From an optimization exercise on the open Yosys and OpenROAD flow, aimed at small area, a short achievable clock period and few clock cycles per item; shortcuts taken in it are not production practice.
Function was checked by simulation only, so behaviour that the tests miss may differ from the original.

Setup of run A:
// neuron_mac_seq
module neuron_mac_seq
#(
   parameter  int N_INPUTS = 64,
   localparam int CNT_W    = $clog2(N_INPUTS + 1)
) (
   input  logic             clk,
   input  logic             rst,
   input  logic             start,
   input  logic [CNT_W-1:0] len,
   input  logic [31:0]      bias,
   input  logic             act_en,
   output logic             busy,
   input  logic             in_valid,
   output logic             in_ready,
   input  logic [31:0]      in_x,
   input  logic [31:0]      in_w,
   output logic             out_valid,
   input  logic             out_ready,
   output logic [31:0]      out_data
);
export LEC_CHECK = 0
export CAP_MARGIN = 20
export CORE_MARGIN = 2
export CORE_UTILIZATION = 50
export PLACE_DENSITY = 0.75
export SLEW_MARGIN = 20
create_clock -name core_clock -period 15.0 [get_ports {clk}]
standard.sh (not shown) runs the stock make flow with config.mk's settings and CLKGATE_MAP_FILE= SYNTH_SCRIPT=/design/flow/synth_recipe.tcl, a recipe that flattens the netlist after the stock synthesis.
==> flow/flow/run.sh <==
#!/bin/bash
set -euo pipefail
bash standard.sh SETUP_SLACK_MARGIN=7 finish > standard.log 2>&1
Run A finished all stages; the layout is clean.
Testbench counts of run A, summed over its fixed seeds: cycles 7,900, items 7,831.
The inputs of run B differ from those of run A as listed below.
# run A
export LEC_CHECK = 0
export CAP_MARGIN = 20
export CORE_MARGIN = 2
export CORE_UTILIZATION = 50
export PLACE_DENSITY = 0.75
export SLEW_MARGIN = 20
create_clock -name core_clock -period 15.0 [get_ports {clk}]
# run B
export LEC_CHECK = 0
export CAP_MARGIN = 20
export CORE_MARGIN = 2
export CORE_UTILIZATION = 50
export SLEW_MARGIN = 20
create_clock -name core_clock -period 15.0 [get_ports {clk}]
==> run notes <==
The final layout from run B, which completed every stage, passed the timing, DRC and antenna checks at the end of the flow.
Higher post-cts sizing count goes to run B over run A.
Run B reports its standard cell with the maximum stage delay on the critical path as or3_1 while run A reports edfxtp_1.
Delta (run B minus run A): final cell count shows no meaningful change, total wire length after detailed routing went up by about 2%, weighted congestion at the end of routability-driven global placement went up 0.84%, count of non-CTS inverters in the layout shows no meaningful change.
Going from run A to run B, sequential share of layout area barely changed, non-clock buffer count moved down, vias per cell went down.
#### Input delta (run C over run B)
# run B
export LEC_CHECK = 0
export CAP_MARGIN = 20
export CORE_MARGIN = 2
export CORE_UTILIZATION = 50
export SLEW_MARGIN = 20
create_clock -name core_clock -period 15.0 [get_ports {clk}]
# run C
export LEC_CHECK = 0
export CAP_MARGIN = 20
export CORE_MARGIN = 2
export CORE_UTILIZATION = 65
export SLEW_MARGIN = 20
create_clock -name core_clock -period 15.0 [get_ports {clk}]
==> flow/flow/run.sh <==
#!/bin/bash
set -euo pipefail
bash standard.sh SETUP_SLACK_MARGIN=6 finish > standard.log 2>&1
Notes after the runs:
Measured against each other, run B and run C differ in non-clock buffer count in the final layout, the higher figure coming from run B. Area of the die ends up lower on run C. From run B to run C the numbers moved as follows: routed length on met1 shrank by 14%; layout clock buffer count lower; summed negative setup slack over all endpoints closely matched the old numbers. In run C, the portion of the clock cycle consumed by the worst path in the final layout came out 5.1 points above the value in run B. Run C vs run B — met1 track demand over resource in global routing rose 7.7 points. Going from run B to run C, critical path depth has decreased, cell area after placement fell by about 1%, post-CTS setup repair buffer count saw a decrease.

Another version of the RTL of neuron_mac_seq (not shown whole).
For scale: ~5600 cells after synthesis, ~260 flip-flops, roughly 140 I/O pins, roughly 46000 um^2 of cells after synthesis.
make LEC_CHECK=0 CAP_MARGIN=20 CORE_MARGIN=2 CORE_UTILIZATION=55 SLEW_MARGIN=20 finish   # period 15.0 ns
run.sh (not shown) runs the stock make flow with config.mk's settings and CLKGATE_MAP_FILE= SYNTH_SCRIPT=/design/flow/synth_recipe.tcl, a recipe that flattens the netlist after the stock synthesis.
Stock flow here: none of the scripts above is used.
Testbench counts at the start, summed over its fixed seeds: cycles 7,900, items 7,831.
==> next run, changes <==
- CORE_UTILIZATION: 55 -> 40
- SETUP_SLACK_MARGIN: not set -> 5
Effect: The changed run went through all stages and came out clean. Final area came out higher by 2.2%. Worst hold slack is about the same. Via count fell by about 0.5%.

-- separate check: timing with driven ports --
No port has a modelled driver above. Below, the same layouts with a new extraction and two added sets of constraints. Step 1 sets driving cells, clkbuf_16 on the clock port and buf_2 on the other inputs (assumed; they add their load-dependent delay and slew). Step 2 times the ports against the registers' clock, not the clock port: input delays grow and output delays shrink by t, the midpoint of the rising clock arrivals with the driver on. a / b / c = ideal ports / drivers / drivers and shift; a / b = the first two.
run | t, ns | slack for setup (ns) | slew at the worst register clock pin (ns) | pins driven straight from the clock port
run A | 0.672 | 6.917 / 6.917 / 6.917 | 0.08 / 0.08 | 1
run B | 0.689 | 6.955 / 6.955 / 6.955 | 0.08 / 0.08 | 1
run C | 0.655 | 6.193 / 6.193 / 6.193 | 0.07 / 0.07 | 1
the first run of note 2 | 0.637 | 3.071 / 3.071 / 3.071 | 0.07 / 0.07 | 1
the second run of note 2 | 0.662 | 5.478 / 5.478 / 5.478 | 0.07 / 0.07 | 1
After both steps every run listed still meets setup and hold.
